Source: an optimization exercise on an open RTL-to-GDS flow (aim: small area and a short achievable clock period). Production flows keep margins and buffers that such runs may drop. Only simulation tests tie the RTL to the original design; equivalence was not proved. Power figures rest on the tool's default switching activity, not on a simulated workload.

Setup of build 52:
## socks4a_request_filter
module socks4a_request_filter (
  input  wire logic        clk,
  input  wire logic        rst_n,
  input  wire logic        in_valid,
  output logic             in_ready,
  input  wire logic [7:0]  in_req_byte,
  input  wire logic        in_end_of_request,
  output logic             out_valid,
  input  wire logic        out_ready,
  output logic [7:0]       out_reply_byte,
  output logic             out_reply_final,
  output logic             out_granted,
  output logic             out_is_socks4a,
  output logic             out_is_bind,
  input  wire logic        cfg_valid,
  output logic             cfg_ready,
  input  wire logic [2:0]  cfg_index,
  input  wire logic [37:0] cfg_data
);
Size: roughly 380 flip-flops, ~70 I/O pins, ~0.015 sq mm of cells after synthesis.
clock: 4.5 ns
lec_check: 0
cap_margin: 20
core_margin: 2
core_utilization: 40
place_density: 0.6
setup_slack_margin: 2.3
slew_margin: 20
standard.sh (not shown) runs the stock make flow with config.mk's settings and CLKGATE_MAP_FILE= SYNTH_SCRIPT=/design/flow/synth_recipe.tcl, a recipe that flattens the netlist after the stock synthesis.
==> flow/flow/run.sh <==
#!/bin/bash
# The standard layout (the standard.sh: standard synthesis, floorplan,
# placement, CTS, routing), with two changes:
#  - the port buffers that global placement inserts on every input and output
#    are sky130_fd_sc_hd__buf_2 instead of the delay-buffer cell that
#    buffer_ports picks on its own;
#  - clock tree synthesis uses larger sink clusters and no dummy loads.
set -uo pipefail
bash standard.sh "BUFFER_PORTS_ARGS=-buffer_cell sky130_fd_sc_hd__buf_2" \
  "CTS_ARGS=-sink_clustering_enable -repair_clock_nets -dont_use_dummy_load -buf_list sky130_fd_sc_hd__clkbuf_16 -sink_clustering_size 30 -sink_clustering_max_diameter 60" \
  finish > standard.log 2>&1
Setup changes, build 52 to build 82
==> flow/flow/run.sh <==
#!/bin/bash
# The standard layout (the standard.sh: standard synthesis, floorplan,
# placement, CTS, routing), with one change: the port buffers that global
# placement inserts on every input and output are sky130_fd_sc_hd__buf_2
# instead of the delay-buffer cell that buffer_ports picks on its own.
set -uo pipefail
bash standard.sh "BUFFER_PORTS_ARGS=-buffer_cell sky130_fd_sc_hd__buf_2" finish > standard.log 2>&1
diff --git a/flow/config.mk b/flow/config.mk
--- a/flow/config.mk
+++ b/flow/config.mk
@@ -10,0 +11,3 @@
+export CTS_BUF_LIST = sky130_fd_sc_hd__clkbuf_4
+export CTS_CLUSTER_DIAMETER = 40
+export CTS_CLUSTER_SIZE = 10
Notes after the runs:
- Build 82 against build 52; clock group total power is down by a few percent.
- Sort build 52 and build 82 by fraction of standard cell area that is sequential, descending, and build 52 comes first.
- Relative to build 52, count of placed standard cells in the final layout, fillers left out has increased by 4.6% in build 82.
- Slowest stage cell on the critical path = dfxtp_2: build 82; slowest stage cell on the critical path = nor2_4: build 52
- Sort build 52 and build 82 by number of ordinary and repair buffers in the finished layout, descending, and build 82 comes first.
> inputs changed (build 82 -> build 56)
diff --git a/flow/config.mk b/flow/config.mk
--- a/flow/config.mk
+++ b/flow/config.mk
@@ -11,3 +11,3 @@
-export CTS_BUF_LIST = sky130_fd_sc_hd__clkbuf_4
-export CTS_CLUSTER_DIAMETER = 40
-export CTS_CLUSTER_SIZE = 10
+export CTS_BUF_LIST = sky130_fd_sc_hd__clkbuf_8
+export CTS_CLUSTER_DIAMETER = 50
+export CTS_CLUSTER_SIZE = 16
Notes after the runs:
- Per the final summary, build 56 finished and its layout is clean on timing, DRC and antenna.
- Against build 82, build 56 comes in about 0.6% higher on reported leakage power.
- Between build 56 and build 82, it is build 56 whose per-cell via count in the routed design is higher, by 0.051.
- Re clock latency at the later pin of the worst-skew pair: build 56 is 0.21 ns down on build 82.
- A critical path launch point of rvld is what build 82 shows, while out_ready belongs to build 56.
- Between build 82 and build 56, worst-case setup margin in the final layout is higher for build 56, build 82 comes in under that.
- Run comparison: build 56 path class of the lowest-slack min-delay path reg -> reg; build 82 path class of the lowest-slack min-delay path in -> reg
- Looking at final total power across both flows, build 56 is the weaker of the two, with build 82 ahead.

---

Setup of run 1:
socks4a_request_filter, a different RTL version from the one above (not shown whole).
For scale: roughly 960 cells after synthesis, roughly 390 flip-flops, ~70 I/O pins, about 15000 um2 of cells after synthesis.
Design socks4a_request_filter, start of the top module:
module socks4a_request_filter (
  input  wire logic        clk,
  input  wire logic        rst_n,
  input  wire logic        in_valid,
  output logic             in_ready,
  input  wire logic [7:0]  in_req_byte,
  input  wire logic        in_end_of_request,
  output logic             out_valid,
  input  wire logic        out_ready,
  output logic [7:0]       out_reply_byte,
  output logic             out_reply_final,
  output logic             out_granted,
  output logic             out_is_socks4a,
  output logic             out_is_bind,
  input  wire logic        cfg_valid,
  output logic             cfg_ready,
  input  wire logic [2:0]  cfg_index,
  input  wire logic [37:0] cfg_data
);
  logic [5:0]  rv;             
  logic [5:0]  rk;             
  logic [3:0]  rw [6];         
  logic [31:0] ra [6];         
  logic [15:0] bp;             
  logic        bpf;            
  logic [12:0] pos;
  logic        c1, c2;         
  logic [15:0] port;
  logic [31:0] addr;
  logic [1:0]  nul;
  logic        g7;             
  logic        rvld;
  logic        last;           
  logic        rg, r4a, rb;
  logic [15:0] rport;
  logic [31:0] raddr;
  assign cfg_ready = 1'b1;
  always_ff @(posedge clk) begin
    if (cfg_valid && cfg_index == 3'd0) bp <= cfg_data[15:0];
    if (!rst_n) bpf <= 1'b0;
    else if (cfg_valid && cfg_index == 3'd0) bpf <= 1'b1;
  end
  for (genvar i = 0; i < 6; i++) begin : g_rule
  ...
Settings: LEC_CHECK=0, CAP_MARGIN=20, CORE_MARGIN=2, CORE_UTILIZATION=40, PLACE_DENSITY=0.6, SETUP_SLACK_MARGIN=2.35, SLEW_MARGIN=20; clock period 4.5 ns.
==> flow/flow/run.sh <==
#!/bin/bash
# The standard layout (the standard.sh: standard synthesis, floorplan,
# placement, CTS, routing), with two changes:
#  - the port buffers that global placement inserts on every input and output
#    are sky130_fd_sc_hd__buf_2 instead of the delay-buffer cell that
#    buffer_ports picks on its own;
#  - clock tree synthesis uses larger sink clusters and no dummy loads.
set -uo pipefail
bash standard.sh "BUFFER_PORTS_ARGS=-buffer_cell sky130_fd_sc_hd__buf_2" \
  "CTS_ARGS=-sink_clustering_enable -repair_clock_nets -dont_use_dummy_load -buf_list sky130_fd_sc_hd__clkbuf_8 -sink_clustering_size 20 -sink_clustering_max_diameter 60" \
  finish > standard.log 2>&1
Relative to run 1, the following input files were edited for run 2:
- a change of PLACE_DENSITY from 0.6 to 0.75
- a change of SETUP_SLACK_MARGIN from 2.35 to 2.3
-- flow/flow/run.sh --
<<< run 1, line 10
  "CTS_ARGS=-sink_clustering_enable -repair_clock_nets -dont_use_dummy_load -buf_list sky130_fd_sc_hd__clkbuf_8 -sink_clustering_size 20 -sink_clustering_max_diameter 60" \
>>> run 2, line 10
  "CTS_ARGS=-sink_clustering_enable -repair_clock_nets -dont_use_dummy_load -buf_list sky130_fd_sc_hd__clkbuf_8 -sink_clustering_size 16 -sink_clustering_max_diameter 50" \
--- outcome ---
[compare] base=run 1 new=run 2: area of the core comparable; global placement routability congestion now larger; combinational group share of total power now smaller.
[inputs] run 3 vs run 2
- PLACE_DENSITY changed from 0.75 to 0.6
==> flow/flow/run.sh <==
#!/bin/bash
# The standard layout (the standard.sh: standard synthesis, floorplan,
# placement, CTS, routing), with two changes:
#  - the port buffers that global placement inserts on every input and output
#    are sky130_fd_sc_hd__buf_1 instead of the delay-buffer cell that
#    buffer_ports picks on its own;
#  - clock tree synthesis uses larger sink clusters and no dummy loads.
set -uo pipefail
bash standard.sh "BUFFER_PORTS_ARGS=-buffer_cell sky130_fd_sc_hd__buf_1" \
  "CTS_ARGS=-sink_clustering_enable -repair_clock_nets -dont_use_dummy_load -buf_list sky130_fd_sc_hd__clkbuf_8 -sink_clustering_size 20 -sink_clustering_max_diameter 60" \
  finish > standard.log 2>&1
[summary]
Comparing the two runs side by side, run 3 comes out ahead of run 2 on routed via count.
Run 3 vs run 2 — cell count rose 0.93%.
Run 3 against run 2: minimum clock period after layout has increased; routed wire length has increased; count of instances resized after the clock tree is built has increased.

---

The RTL this note starts from:
==> flow/design.v <==
`default_nettype none
package s4rf_pkg;
  localparam int MAX_REQUEST = 4096;
  localparam int POS_W       = $clog2(MAX_REQUEST + 1);
  localparam int HEADER_LEN  = 8;
  localparam int NUM_RULES   = 6;
  localparam int RULE_W      = 38;
  localparam logic [7:0] CMD_CONNECT = 8'd1;
  localparam logic [7:0] CMD_BIND    = 8'd2;
  localparam logic [7:0] REPLY_GRANT  = 8'd90;
  localparam logic [7:0] REPLY_REJECT = 8'd91;
  localparam int REPLY_BEATS = 8;
  localparam int BEAT_W      = $clog2(REPLY_BEATS);
  localparam int              CFG_IDX_W     = 3;
  localparam int              CFG_DATA_W    = RULE_W;
  localparam logic [CFG_IDX_W-1:0] CFG_BIND_PORT = 3'd0;
  localparam int              CFG_RULE_BASE = 1;
  typedef struct packed {
    logic        valid;
    logic        kind_bind;
    logic [3:0]  wild;
    logic [31:0] addr;
  } rule_t;
  typedef struct packed {
    logic        granted;
    logic        is4a;
    logic        is_bind;
    logic [15:0] port;
    logic [31:0] addr;
  } reply_t;
endpackage
`default_nettype wire
`default_nettype none
module socks4a_request_filter (
  input  wire logic        clk,
  input  wire logic        rst_n,
  input  wire logic        in_valid,
  output logic             in_ready,
  input  wire logic [7:0]  in_req_byte,
  input  wire logic        in_end_of_request,
  output logic             out_valid,
  input  wire logic        out_ready,
  output logic [7:0]       out_reply_byte,
  output logic             out_reply_final,
  output logic             out_granted,
  output logic             out_is_socks4a,
  output logic             out_is_bind,
  input  wire logic        cfg_valid,
  output logic             cfg_ready,
  input  wire logic [2:0]  cfg_index,
  input  wire logic [37:0] cfg_data
);
  logic [5:0]  rv;             
  logic [5:0]  rk;             
  logic [3:0]  rw [6];         
  logic [31:0] ra [6];         
  logic [15:0] bp;             
  logic        bpf;            
  logic [12:0] pos;
  logic        c1, c2;         
  logic [15:0] port;
  logic [31:0] addr;
  logic [1:0]  nul;
  logic        g7;             
  logic        rvld;
  logic        last;           
  logic        rg, r4a, rb;
  logic [15:0] rport;
  logic [31:0] raddr;
  assign cfg_ready = 1'b1;
  always_ff @(posedge clk) begin
    if (cfg_valid && cfg_index == 3'd0) bp <= cfg_data[15:0];
    if (!rst_n) bpf <= 1'b0;
    else if (cfg_valid && cfg_index == 3'd0) bpf <= 1'b1;
  end
  for (genvar i = 0; i < 6; i++) begin : g_rule
    always_ff @(posedge clk) begin
      if (cfg_valid && cfg_index == 3'(i + 1)) begin
        rk[i] <= cfg_data[36];
        rw[i] <= cfg_data[35:32];
        ra[i] <= cfg_data[31:0];
      end
      if (!rst_n) rv[i] <= 1'b0;
      else if (cfg_valid && cfg_index == 3'(i + 1)) rv[i] <= cfg_data[37];
    end
  end
  logic hdr;                   
  logic over;                  
  logic is1, is2, is3, is4, is5, is6, is7, ge7;
  assign hdr  = (pos[12:3] == 10'd0);
  assign over = pos[12];
  assign is1 = hdr && pos[2:0] == 3'd1;
  assign is2 = hdr && pos[2:0] == 3'd2;
  assign is3 = hdr && pos[2:0] == 3'd3;
  assign is4 = hdr && pos[2:0] == 3'd4;
  assign is5 = hdr && pos[2:0] == 3'd5;
  assign is6 = hdr && pos[2:0] == 3'd6;
  assign is7 = hdr && pos[2:0] == 3'd7;
  assign ge7 = !hdr || pos[2:0] == 3'd7;
  logic out_take, out_last, in_take, in_end, reply_ok, load;
  assign out_take  = rvld && out_ready;
  assign out_last  = out_take && last;
  assign in_ready  = !rvld || out_last || !in_end_of_request;
  assign in_take   = in_valid && in_ready;
  assign in_end    = in_take && in_end_of_request;
  assign reply_ok  = ge7 && (c1 || c2);
  assign load      = in_end && reply_ok;
  always_ff @(posedge clk) begin
    if (is1) begin
      c1 <= (in_req_byte == 8'd1);
      c2 <= (in_req_byte == 8'd2);
    end
    if (is2) port[15:8]  <= in_req_byte;
    if (is3) port[7:0]   <= in_req_byte;
    if (is4) addr[31:24] <= in_req_byte;
    if (is5) addr[23:16] <= in_req_byte;
    if (is6) addr[15:8]  <= in_req_byte;
    if (is7) addr[7:0]   <= in_req_byte;
  end
  logic nul_byte;
  assign nul_byte = (in_req_byte == 8'd0) && !hdr && !over;
  always_ff @(posedge clk) begin
    if (!rst_n || in_end) begin
      pos <= '0;
      nul <= '0;
    end else if (in_take) begin
      if (!over) pos <= pos + 13'd1;
      if (nul_byte && nul != 2'd2) nul <= nul + 2'd1;
    end
  end
  logic [5:0] part, part_nx, hit;
  logic       none, g_in;
  for (genvar i = 0; i < 6; i++) begin : g_match
    assign part_nx[i] = rv[i] && (rk[i] ? c2 : c1) &&
                        (rw[i][0] || ra[i][31:24] == addr[31:24]) &&
                        (rw[i][1] || ra[i][23:16] == addr[23:16]) &&
                        (rw[i][2] || ra[i][15:8]  == in_req_byte);
    assign hit[i]     = part[i] && (rw[i][3] || ra[i][7:0] == in_req_byte);
  end
  assign none = !(|rv);
  assign g_in = (|hit) || none;
  always_ff @(posedge clk) begin
    if (is6) part <= part_nx;
  end
  always_ff @(posedge clk) begin
    if (is7) g7 <= g_in;
  end
  logic rep_en;
  assign rep_en = !rvld || out_last;
  always_ff @(posedge clk) begin
    if (rep_en) begin
      rg    <= is7 ? g_in : g7;
      r4a   <= (nul == 2'd2) || (nul == 2'd1 && nul_byte);
      rb    <= c2;
      rport <= port;
      raddr <= {addr[31:8], is7 ? in_req_byte : addr[7:0]};
    end
  end
  logic [7:0]  bt;
  logic [7:0]  ob, nb;
  logic [15:0] bpv;
  assign bpv  = bpf ? bp : 16'd0;
  assign last = bt[7];
  assign nb = ({8{bt[0]}} & {7'b0101101, !rg}) |
              ({8{bt[1]}} & (rb ? bpv[15:8] : rport[15:8])) |
              ({8{bt[2]}} & (rb ? bpv[7:0]  : rport[7:0])) |
              ({8{bt[3] && !rb}} & raddr[31:24]) |
              ({8{bt[4] && !rb}} & raddr[23:16]) |
              ({8{bt[5] && !rb}} & raddr[15:8]) |
              ({8{bt[6] && !rb}} & raddr[7:0]);
  always_ff @(posedge clk) begin
    if (!rst_n) begin
      rvld <= 1'b0;
      bt   <= 8'd1;
      ob   <= '0;
    end else begin
      rvld <= load || (rvld && !out_last);
      if (out_take) begin
        bt <= {bt[6:0], bt[7]};
        ob <= nb;
      end
    end
  end
  assign out_valid       = rvld;
  assign out_reply_byte  = ob;
  assign out_reply_final = last;
  assign out_granted     = rg;
  assign out_is_socks4a  = r4a;
  assign out_is_bind     = rb;
endmodule
`default_nettype wire
clock: 4.5 ns
lec_check: 0
cap_margin: 20
core_margin: 2
core_utilization: 40
place_density: 0.6
setup_slack_margin: 2.2
slew_margin: 20
==> flow/flow/run.sh <==
#!/bin/bash
# The standard layout (the standard.sh: standard synthesis, floorplan,
# placement, CTS, routing), with two changes:
#  - the port buffers that global placement inserts on every input and output
#    are sky130_fd_sc_hd__buf_2 instead of the delay-buffer cell that
#    buffer_ports picks on its own;
#  - clock tree synthesis uses larger sink clusters and no dummy loads.
set -uo pipefail
bash standard.sh "BUFFER_PORTS_ARGS=-buffer_cell sky130_fd_sc_hd__buf_2" \
  "CTS_ARGS=-sink_clustering_enable -repair_clock_nets -dont_use_dummy_load -buf_list sky130_fd_sc_hd__clkbuf_8 -sink_clustering_size 16 -sink_clustering_max_diameter 50" \
  finish > standard.log 2>&1
Then changed:
- CORE_UTILIZATION: 40 -> 50
- PLACE_DENSITY: 0.6 -> 0.65
- SETUP_SLACK_MARGIN: 2.2 -> 2.3
=>
- The new run produced a clean layout
- area after synthesis is unchanged
- clock power falls by a few percent
- total power came out lower slightly
- fmax grows slightly
- clock skew drops by 0.037 ns
- sequential cell count is unchanged
- critical path depth stays the same
- worst hold slack barely changes
Then changed:
--- a/flow/flow/run.sh
+++ b/flow/flow/run.sh
@@ -9,3 +9,3 @@
 bash standard.sh "BUFFER_PORTS_ARGS=-buffer_cell sky130_fd_sc_hd__buf_2" \
-  "CTS_ARGS=-sink_clustering_enable -repair_clock_nets -dont_use_dummy_load -buf_list sky130_fd_sc_hd__clkbuf_8 -sink_clustering_size 16 -sink_clustering_max_diameter 50" \
+  "CTS_ARGS=-sink_clustering_enable -repair_clock_nets -dont_use_dummy_load -buf_list sky130_fd_sc_hd__clkbuf_8 -sink_clustering_size 20 -sink_clustering_max_diameter 60" \
   finish > standard.log 2>&1
- CORE_UTILIZATION: 50 -> 40
- PLACE_DENSITY: 0.65 -> 0.6
- SETUP_SLACK_MARGIN: 2.3 -> 2.4
=>
- count of clock-buffer cells in the layout falls by 6
- global-route usage falls by 3.3 points
- worst setup slack gets worse by 0.010 ns
- maximum frequency falls by about 0.5%
- clock power falls by about 7%
- total power falls by about 1.9%
- routed wire length rises by 5.8%
Then changed:
- SETUP_SLACK_MARGIN: 2.4 -> 2.3
Final area is lower slightly.
Flip-flop and latch count stays the same.
Global-route usage is lower by 0.17 points.
Combinational power is lower by a little under a tenth.
Wire length is lower slightly.
Clock-buffer cell count is lower by 1.
Final cell count is lower slightly.
Core utilization is lower by 0.59 points.
Die area stays the same.
Clock power stays flat.

[static timing again, ports no longer ideal]
No port has a modelled driver above. Below, the same layouts with a new extraction and two added sets of constraints. Step 1, drivers: a clkbuf_16 drives clk and a buf_2 each remaining input, both assumed. Step 2 also shifts input and output timing later by t, the mid clock arrival at the registers, as if the neighbouring blocks saw the same clock. a / b / c = no drivers / after step 1 / after step 2; a / b = the first two.
run | t (ns) | setup WS [ns] | worst hold slack (ns) | slew at the worst register clock pin (ns) | cell pins on the clock port's net
build 52 | 0.609 | 2.278 / 2.241 / 1.695 | 0.425 / 0.425 / 0.425 | 0.09 / 0.09 | 1
build 82 | 0.802 | 2.166 / 2.120 / 1.706 | 0.384 / 0.358 / 0.431 | 0.11 / 0.11 | 1
build 56 | 0.599 | 2.280 / 2.240 / 1.723 | 0.425 / 0.425 / 0.425 | 0.10 / 0.10 | 1
run 1 | 0.635 | 2.235 / 2.217 / 1.726 | 0.396 / 0.396 / 0.396 | 0.12 / 0.12 | 1
run 2 | 0.581 | 2.259 / 2.237 / 1.760 | 0.403 / 0.403 / 0.403 | 0.10 / 0.10 | 1
run 3 | 0.619 | 2.191 / 2.205 / 1.588 | 0.395 / 0.395 / 0.395 | 0.12 / 0.12 | 1
the first run of note 3 | 0.575 | 2.257 / 2.239 / 1.722 | 0.417 / 0.417 / 0.417 | 0.10 / 0.10 | 1
the second run of note 3 | 0.567 | 2.299 / 2.259 / 1.764 | 0.416 / 0.416 / 0.416 | 0.10 / 0.10 | 1
the third run of note 3 | 0.629 | 2.289 / 2.251 / 1.803 | 0.399 / 0.399 / 0.399 | 0.12 / 0.12 | 1
the fourth run of note 3 | 0.625 | 2.245 / 2.227 / 1.734 | 0.425 / 0.425 / 0.425 | 0.12 / 0.12 | 1
After both steps every run listed still meets setup and hold. For run 3, which loses most, drivers alone change the setup slack by +0.014 ns; drivers and shift together by -0.603 ns.
